Source: an optimization exercise on an open RTL-to-GDS flow (aim: small area and a short achievable clock period). Production flows keep margins and buffers that such runs may drop.
Function was checked by simulation only, so behaviour that the tests miss may differ from the original.
Power figures rest on the tool's default switching activity, not on a simulated workload.

### flow/run.sh
#!/bin/bash
# synth_recipe.tcl (not shown) runs the flow's synth.tcl, then flattens the netlist and writes it again
# the make line also repeats each setting of config.mk as NAME=value (left out here)
make -C /OpenROAD-flow-scripts/flow DESIGN_CONFIG=/design/flow/config.mk WORK_HOME=/design/flow/orfs CLKGATE_MAP_FILE= SYNTH_SCRIPT=/design/flow/synth_recipe.tcl finish
### flow/config.mk
export PLATFORM = sky130hd
export DESIGN_NAME = rv_execute_top
export DESIGN_NICKNAME = rv_execute_top
export VERILOG_FILES = /design/flow/design.v
export SDC_FILE = /design/flow/constraint.sdc
export NUM_CORES = 4
export LEC_CHECK = 0
export CAP_MARGIN = 20
export CORE_MARGIN = 2
export CORE_UTILIZATION = 40
export SLEW_MARGIN = 20
### flow/constraint.sdc
create_clock -name core_clock -period 5.5 [get_ports {clk}]
set_input_delay 1.1000 -clock core_clock [delete_from_list [all_inputs] [get_ports {clk}]]
set_output_delay 1.1000 -clock core_clock [all_outputs]
set_load 0.01 [all_outputs]
### flow/design.v
`default_nettype none
package rv_exec_pkg;
        typedef enum logic [6:0] {
                OP_LUI    = 7'b0110111,
                OP_AUIPC  = 7'b0010111,
                OP_JAL    = 7'b1101111,
                OP_JALR   = 7'b1100111,
                OP_BRANCH = 7'b1100011,
                OP_IMM    = 7'b0010011,
                OP_REG    = 7'b0110011
        } opcode_e;
        typedef enum logic [3:0] {
                ALU_ADD, ALU_SUB, ALU_SLL, ALU_SLT, ALU_SLTU,
                ALU_XOR, ALU_SRL, ALU_SRA, ALU_OR, ALU_AND
        } alu_op_e;
        typedef enum logic [2:0] {   
                BR_BEQ  = 3'b000,
                BR_BNE  = 3'b001,
                BR_BLT  = 3'b100,
                BR_BGE  = 3'b101,
                BR_BLTU = 3'b110,
                BR_BGEU = 3'b111
        } br_cond_e;
        typedef enum logic [1:0] {
                CTL_ALU,                 
                CTL_BRANCH,              
                CTL_JUMP                 
        } ctl_kind_e;
        typedef struct packed {
                logic [64-1:0]       pc;
                logic [32-1:0]       inst;
                logic [64-1:0]       rs1_val;
                logic [64-1:0]       rs2_val;
        } exec_req_t;
        typedef struct packed {
                ctl_kind_e              kind;
                alu_op_e                alu_op;
                br_cond_e               br_cond;
                logic [64-1:0]       opnd_a;
                logic [64-1:0]       opnd_b;
                logic [64-1:0]       target_base;   
                logic [64-1:0]       imm;
                logic [64-1:0]       link_val;      
                logic [5-1:0] rd;
        } dec_item_t;
        typedef struct packed {
                logic [5-1:0] rd;
                logic [64-1:0]       data;
        } wb_t;
        typedef struct packed {
                logic [64-1:0]       pc;
        } redirect_t;
endpackage
`default_nettype wire
`default_nettype none
module rv_decode_stage (
        input  logic                   clk,
        input  logic                   rst_i,
        input  logic                   valid_i,
        input  rv_exec_pkg::exec_req_t req_i,
        output logic                   dec_valid_o,
        output rv_exec_pkg::dec_item_t dec_o
);
        rv_exec_pkg::opcode_e                opcode;
        logic [2:0]             funct3;
        logic [6:0]             funct7;
        logic [5-1:0] rd;
        logic                   alt_op;          
        logic [64-1:0]       imm_i;
        logic [64-1:0]       imm_b;
        logic [64-1:0]       imm_u;
        logic [64-1:0]       imm_j;
        rv_exec_pkg::alu_op_e                alu_fn;
        rv_exec_pkg::dec_item_t              dec_next;
        logic                   op_known;
        assign opcode = rv_exec_pkg::opcode_e'(req_i.inst[6:0]);
        assign funct3 = req_i.inst[14:12];
        assign funct7 = req_i.inst[31:25];
        assign rd     = req_i.inst[11:7];
        assign imm_i = {{(64-12){req_i.inst[31]}}, req_i.inst[31:20]};
        assign imm_b = {{(64-13){req_i.inst[31]}}, req_i.inst[31], req_i.inst[7],
                        req_i.inst[30:25], req_i.inst[11:8], 1'b0};
        assign imm_u = {{(64-32){req_i.inst[31]}}, req_i.inst[31:12], 12'b0};
        assign imm_j = {{(64-21){req_i.inst[31]}}, req_i.inst[31], req_i.inst[19:12],
                        req_i.inst[20], req_i.inst[30:21], 1'b0};
        assign alt_op = funct7[5] & ((opcode == rv_exec_pkg::OP_REG) | (funct3 == 3'b101));
        always_comb begin
                case (funct3)
                        3'b000:  alu_fn = alt_op ? rv_exec_pkg::ALU_SUB : rv_exec_pkg::ALU_ADD;
                        3'b001:  alu_fn = rv_exec_pkg::ALU_SLL;
                        3'b010:  alu_fn = rv_exec_pkg::ALU_SLT;
                        3'b011:  alu_fn = rv_exec_pkg::ALU_SLTU;
                        3'b100:  alu_fn = rv_exec_pkg::ALU_XOR;
                        3'b101:  alu_fn = alt_op ? rv_exec_pkg::ALU_SRA : rv_exec_pkg::ALU_SRL;
                        3'b110:  alu_fn = rv_exec_pkg::ALU_OR;
                        default: alu_fn = rv_exec_pkg::ALU_AND;
                endcase
        end
        always_comb begin
                dec_next.kind        = rv_exec_pkg::CTL_ALU;
                dec_next.alu_op      = alu_fn;
                dec_next.br_cond     = rv_exec_pkg::br_cond_e'(funct3);
                dec_next.opnd_a      = req_i.rs1_val;
                dec_next.opnd_b      = req_i.rs2_val;
                dec_next.target_base = req_i.pc;
                dec_next.imm         = imm_i;
                dec_next.link_val    = req_i.pc + 64'(4);
                dec_next.rd          = rd;
                op_known             = 1'b1;
                case (opcode)
                        rv_exec_pkg::OP_REG: begin
                        end
                        rv_exec_pkg::OP_IMM: begin
                                dec_next.opnd_b = imm_i;         
                        end
                        rv_exec_pkg::OP_LUI: begin
                                dec_next.alu_op = rv_exec_pkg::ALU_ADD;
                                dec_next.opnd_a = '0;
                                dec_next.opnd_b = imm_u;
                        end
                        rv_exec_pkg::OP_AUIPC: begin
                                dec_next.alu_op = rv_exec_pkg::ALU_ADD;
                                dec_next.opnd_a = req_i.pc;
                                dec_next.opnd_b = imm_u;
                        end
                        rv_exec_pkg::OP_BRANCH: begin
                                dec_next.kind = rv_exec_pkg::CTL_BRANCH;
                                dec_next.imm  = imm_b;
                        end
                        rv_exec_pkg::OP_JAL: begin
                                dec_next.kind = rv_exec_pkg::CTL_JUMP;
                                dec_next.imm  = imm_j;
                        end
                        rv_exec_pkg::OP_JALR: begin
                                dec_next.kind        = rv_exec_pkg::CTL_JUMP;
                                dec_next.target_base = req_i.rs1_val;
                        end
                        default: op_known = 1'b0;        
                endcase
        end
        always_ff @(posedge clk) begin
                if (rst_i) begin
                        dec_valid_o <= 1'b0;
                end else begin
                        dec_valid_o <= valid_i & op_known;
                end
        end
        always_ff @(posedge clk) begin
                if (valid_i) begin
                        dec_o <= dec_next;
                end
        end
endmodule
`default_nettype wire
`default_nettype none
module rv_alu_branch_stage (
        input  logic                   clk,
        input  logic                   rst_i,
        input  logic                   dec_valid_i,
        input  rv_exec_pkg::dec_item_t dec_i,
        output logic                   wb_valid_o,
        output rv_exec_pkg::wb_t       wb_o,
        output logic                   redir_valid_o,
        output rv_exec_pkg::redirect_t redir_o
);
        logic [5:0]       shamt;
        logic             eq;
        logic             lt_s;
        logic             lt_u;
        logic             br_taken;
        logic [64-1:0] alu_res;
        logic [64-1:0] taken_tgt;
        logic [64-1:0] seq_tgt;
        rv_exec_pkg::wb_t              wb_next;
        rv_exec_pkg::redirect_t        redir_next;
        logic             has_wb;
        logic             has_redir;
        assign shamt = dec_i.opnd_b[5:0];
        assign eq    = (dec_i.opnd_a == dec_i.opnd_b);
        assign lt_s  = ($signed(dec_i.opnd_a) < $signed(dec_i.opnd_b));
        assign lt_u  = (dec_i.opnd_a < dec_i.opnd_b);
        always_comb begin
                case (dec_i.alu_op)
                        rv_exec_pkg::ALU_ADD:  alu_res = dec_i.opnd_a + dec_i.opnd_b;
                        rv_exec_pkg::ALU_SUB:  alu_res = dec_i.opnd_a - dec_i.opnd_b;
                        rv_exec_pkg::ALU_SLL:  alu_res = dec_i.opnd_a << shamt;
                        rv_exec_pkg::ALU_SLT:  alu_res = {{(64-1){1'b0}}, lt_s};
                        rv_exec_pkg::ALU_SLTU: alu_res = {{(64-1){1'b0}}, lt_u};
                        rv_exec_pkg::ALU_XOR:  alu_res = dec_i.opnd_a ^ dec_i.opnd_b;
                        rv_exec_pkg::ALU_SRL:  alu_res = dec_i.opnd_a >> shamt;
                        rv_exec_pkg::ALU_SRA:  alu_res = $signed(dec_i.opnd_a) >>> shamt;
                        rv_exec_pkg::ALU_OR:   alu_res = dec_i.opnd_a | dec_i.opnd_b;
                        rv_exec_pkg::ALU_AND:  alu_res = dec_i.opnd_a & dec_i.opnd_b;
                        default:  alu_res = '0;
                endcase
        end
        always_comb begin
                case (dec_i.br_cond)
                        rv_exec_pkg::BR_BEQ:  br_taken = eq;
                        rv_exec_pkg::BR_BNE:  br_taken = ~eq;
                        rv_exec_pkg::BR_BLT:  br_taken = lt_s;
                        rv_exec_pkg::BR_BGE:  br_taken = ~lt_s;
                        rv_exec_pkg::BR_BLTU: br_taken = lt_u;
                        rv_exec_pkg::BR_BGEU: br_taken = ~lt_u;
                        default: br_taken = 1'b0;        
                endcase
        end
        assign taken_tgt = dec_i.target_base + dec_i.imm;
        assign seq_tgt   = dec_i.target_base + 64'(4);
        always_comb begin
                wb_next.rd = dec_i.rd;
                if (dec_i.kind == rv_exec_pkg::CTL_JUMP) begin
                        wb_next.data   = dec_i.link_val;
                        redir_next.pc  = {taken_tgt[64-1:1], 1'b0};   
                end else begin
                        wb_next.data   = alu_res;
                        redir_next.pc  = br_taken ? taken_tgt : seq_tgt;
                end
        end
        assign has_wb    = (dec_i.kind == rv_exec_pkg::CTL_ALU) | (dec_i.kind == rv_exec_pkg::CTL_JUMP);
        assign has_redir = (dec_i.kind == rv_exec_pkg::CTL_BRANCH) | (dec_i.kind == rv_exec_pkg::CTL_JUMP);
        always_ff @(posedge clk) begin
                if (rst_i) begin
                        wb_valid_o    <= 1'b0;
                        redir_valid_o <= 1'b0;
                end else begin
                        wb_valid_o    <= dec_valid_i & has_wb;
                        redir_valid_o <= dec_valid_i & has_redir;
                end
        end
        always_ff @(posedge clk) begin
                if (dec_valid_i) begin
                        wb_o    <= wb_next;
                        redir_o <= redir_next;
                end
        end
endmodule
`default_nettype wire
`default_nettype none
module rv_execute_top (
        input  logic         clk,
        input  logic         rst_i,
        input  logic         valid_i,
        input  logic [223:0] req_i,              
        output logic         wb_valid_o,
        output logic [68:0]  wb_o,               
        output logic         redir_valid_o,
        output logic [63:0]  redir_o             
);
        logic      dec_valid;    
        rv_exec_pkg::dec_item_t dec_item;
        rv_exec_pkg::exec_req_t req;
        rv_exec_pkg::wb_t       wb;
        rv_exec_pkg::redirect_t redir;
        assign req     = rv_exec_pkg::exec_req_t'(req_i);
        assign wb_o    = wb;
        assign redir_o = redir;
        rv_decode_stage u_decode (
                .clk         (clk),
                .rst_i       (rst_i),
                .valid_i     (valid_i),
                .req_i       (req),
                .dec_valid_o (dec_valid),
                .dec_o       (dec_item)
        );
        rv_alu_branch_stage u_exec (
                .clk           (clk),
                .rst_i         (rst_i),
                .dec_valid_i   (dec_valid),
                .dec_i         (dec_item),
                .wb_valid_o    (wb_valid_o),
                .wb_o          (wb),
                .redir_valid_o (redir_valid_o),
                .redir_o       (redir)
        );
endmodule
`default_nettype wire
==> results.txt <==
[per-layer routing]
metal  routed length, microns  track usage  share of wire
met1                    78940       0.4502           0.39
met2                    88870       0.5648           0.44
met3                    16120      0.06443          0.080
met4                    18380       0.2789          0.091
met5                       17            0       0.000084
[kinds of logic after synthesis]
logic type      count (synthesis)  share of synthesized area
flops                         427                     0.3070
compound gates               1503                     0.2291
fa+ha+maj                     268                    0.08102
xor+xnor                      236                    0.04961
simple gates                 1620                     0.1775
buf+inv                       574                    0.05373
mux                           368                     0.1020
[Yosys cell counts, drive strengths merged (32+ instances only)]
| master | n |
|---|---|
| o221ai | 35 |
| buf | 79 |
| mux2i | 207 |
| a221oi | 41 |
| nor3 | 69 |
| nor2 | 523 |
| inv | 231 |
| nor4 | 38 |
| o21bai | 51 |
| mux2 | 129 |
| a31oi | 33 |
| nand4 | 77 |
| a21oi | 515 |
| o31ai | 34 |
| and3 | 38 |
| nand3 | 95 |
| ha | 265 |
| mux4 | 32 |
| a21o | 102 |
| nand3b | 68 |
| clkbuf | 263 |
| o211ai | 45 |
| edfxtp | 424 |
| xnor2 | 153 |
| o21ai | 314 |
| nand2 | 554 |
| xor2 | 83 |
| a211oi | 80 |
[through the flow]
stage | area [sq um] | total power, mW
2_1_floorplan | 41660 | 7.321
3_5_place_dp | 47270 | 9.449
6_report | 49170 | 13.43
3_3_place_gp | 47270 | 9.467
4_1_cts | 49140 | 13.29
5_1_grt | 49140 | 13.89
[sequential cells by signal, indices dropped and copies added (netlist names)]
signal and count:
u_exec.redir_o 64, u_exec.wb_o 69, u_decode.dec_o 291, u_exec.redir_valid_o 1
u_exec.wb_valid_o 1, u_decode.dec_valid_o 1
[worst min-delay path by stage]
stage	startpoint	to	cells past startpoint
2_1_floorplan	u_decode.dec_o[0]	u_exec.wb_o[64]	0
3_3_place_gp	u_decode.dec_o[2]	u_exec.wb_o[66]	0
3_5_place_dp	u_decode.dec_o[4]	u_exec.wb_o[68]	0
4_1_cts	u_decode.dec_o[4]	u_exec.wb_o[68]	0
5_1_grt	u_decode.dec_o[4]	u_exec.wb_o[68]	0
6_report	u_decode.dec_o[4]	u_exec.wb_o[68]	0
[area by class of cell]
cell class	instances	area, sq um	share of cell area
clock buffer	58	1324	0.02692
timing repair buffer	553	5180	0.1053
sequential	427	12800	0.2602
tap	1380	1727	0.03512
multi-input combinational	3995	26690	0.5429
antenna	11	27.53	0.0005598
inverter	232	874.6	0.01779
clock inverter	40	549.3	0.01117
[critical path, cell delays in order (launching register included)]
cell,delay [ns]
edfxtp_1,0.44
buf_4,0.46
inv_1,0.35
ha_1,0.47
mux2i_1,0.55
mux2i_1,0.24
nand2_1,0.12
o21ai_0,0.08
buf_4,0.20
a22oi_1,0.19
o22ai_1,0.20
a221oi_1,1.03
o21ai_0,0.36
[power by group through the flow]
stage          Combinational, mW  Clock [mW]  Sequential (mW)
5_1_grt                     5.78        3.99             4.12
3_3_place_gp                5.29           0             4.18
2_1_floorplan               3.25           0             4.07
3_5_place_dp                5.27           0             4.18
6_report                    5.51        3.81             4.12
4_1_cts                     5.30        3.88             4.11
==> flow_metrics.env <==
export IMPL_reg2reg_setup_slack_ns=0.42
export IMPL_yosysWarnings=2
export IMPL_worst_pin_slew_ns=1.162
export IMPL_internal_power_mw=8.026
export IMPL_grt_pass1_wl_microns=283500
export IMPL_critPathKind="register to register"
export IMPL_dp_cells=6587
export IMPL_antenna_found_initial=11
export IMPL_crit_required_ns=5.84
export IMPL_startpoint_type="register"
export IMPL_synth_top_area_cell="edfxtp_1"
export IMPL_fp_dieW_microns=326.7
export IMPL_hold_viol=0
export IMPL_final_cell_mix="nand2_1 (553), nor2_1 (520), a21oi_1 (513)"
export IMPL_status="finished clean"
export IMPL_via_count=42033
export IMPL_r2r_start="u_decode.dec_o[197]"
export IMPL_dr_pass1_iters=6
export IMPL_crit_path_end_kind="register"
export IMPL_worstPathMaxFanout=34
export IMPL_p_per_area_nw_per_um2=273.2
export IMPL_ff2ff_path_depth=12
export IMPL_drt_initial_drc_count=5383
export IMPL_layout_setup_ws_ns=0.4248
export IMPL_ant_nets=0
export IMPL_ir_worst_vdd_mv=0.2563
export IMPL_synth_top_area_frac=0.3056
export IMPL_swShare=0.4026
export IMPL_finalHoldWorstSlack_ns=0.4225
export IMPL_synth_top_flop_cell="edfxtp_1"
export IMPL_synth_distinct_cells=89
export IMPL_combinationalPowerShare=0.410
export IMPL_worstSetupStartpoint="u_decode.dec_o[197]"
export IMPL_fin_nets=5756
export IMPL_via_per_inst=6.277
export IMPL_syn_inst=4996
export IMPL_arrival_ns=5.42
export IMPL_p_leak_nw=19.35
export IMPL_clock_latency_ns=0.68
export IMPL_clkPwrFrac=0.284
export IMPL_n_fill_cell=10279
export IMPL_fp_dieH_microns=326.7
export IMPL_drc=0
export IMPL_synth_edf_count=424
export IMPL_core_sq_um=103300
export IMPL_power_switching_mw=5.408
export IMPL_synth_area_top_cells="edfxtp_1 (31%), ha_1 (8.0%), a21oi_1 (6.2%)"
export IMPL_hp_class="register to register"
export IMPL_grt_max_degree=148
export IMPL_cts_buffer_depth=3
export IMPL_grt_pass1_vias=39781
export IMPL_setup_tns_ns=0
export IMPL_clockRootBuffer="clkbuf_16"
export IMPL_cts_hold_buffers_added=0
export IMPL_ios=362
export IMPL_cts_resized=0
export IMPL_grt_util_all_layers=0.3640
export IMPL_crit_end="u_exec.wb_o[14]"
export IMPL_die_area_sq_um=106800
export IMPL_cts_tree="yes"
export IMPL_grt_setup_unrepaired="no"
export IMPL_place_ws_ns=0.6039
export IMPL_max_slew_margin=0.2253
export IMPL_post_cts_buffers=0
export IMPL_ys_seq_area_frac=0.3070
export IMPL_htreeDepth=2
export IMPL_initial_utilization=0.4031
export IMPL_synth_area_sq_um=41660
export IMPL_finalCriticalPeriod_ns=5.075
export IMPL_layout_drive_gt1_share=0.09369
export IMPL_gp_congestion=1.108
export IMPL_clk_pin_slew_ns=0.06
export IMPL_overflow=0
export IMPL_drv_slew=0
export IMPL_syn_nets=5491
export IMPL_maxCapViolations=0
export IMPL_r2r_end="u_exec.wb_o[14]"
export IMPL_dp_hpwl_microns=160100
export IMPL_cts_sinks=427
export IMPL_synthArstFlopShare=0
export IMPL_rows=118
export IMPL_setup_violations=0
export IMPL_port_buffer_count=361
export IMPL_ys_seq_elements=427
export IMPL_skew_ns=0.06031
export IMPL_wl_microns=202300
export IMPL_period_share=0.9228
export IMPL_seq_power_share=0.306
export IMPL_syn_to_final_growth_pct=18.02
export IMPL_fmax_ghz=0.1970
export IMPL_routedWlPerCell_microns=30.22
export IMPL_cts_buffers=52
export IMPL_synth_avg_cell_area_sq_um=8.339
export IMPL_utilization=0.4758
export IMPL_layout_commonest_cell="nand2_1"
export IMPL_final_cell_count_no_fill=6696

-- static timing again, ports no longer ideal --
Ports are ideal in the flow. The routed layout listed here was re-timed in OpenROAD.
Step 1: set_driving_cell puts a clkbuf_16 on clk and a buf_2 on each other input, an assumption about the parent block.
Step 2 moves the port delays by t, midway between the first and last clock arrival at a register: inputs arrive t later, outputs are due t later. That takes back most of the time a late clock gives input paths.
a / b / c = no drivers / after step 1 / after step 2; a / b = the first two.
shift t [ns]: 0.732
slack for setup (ns): 0.425 / 0.425 / 0.425
worst setup path after step 2: register to register
worst data-port slew with drivers (ns): 0.09
After both steps this run still meets setup and hold. For this run, drivers alone change the setup slack by 0.000 ns; drivers and shift together by 0.000 ns.
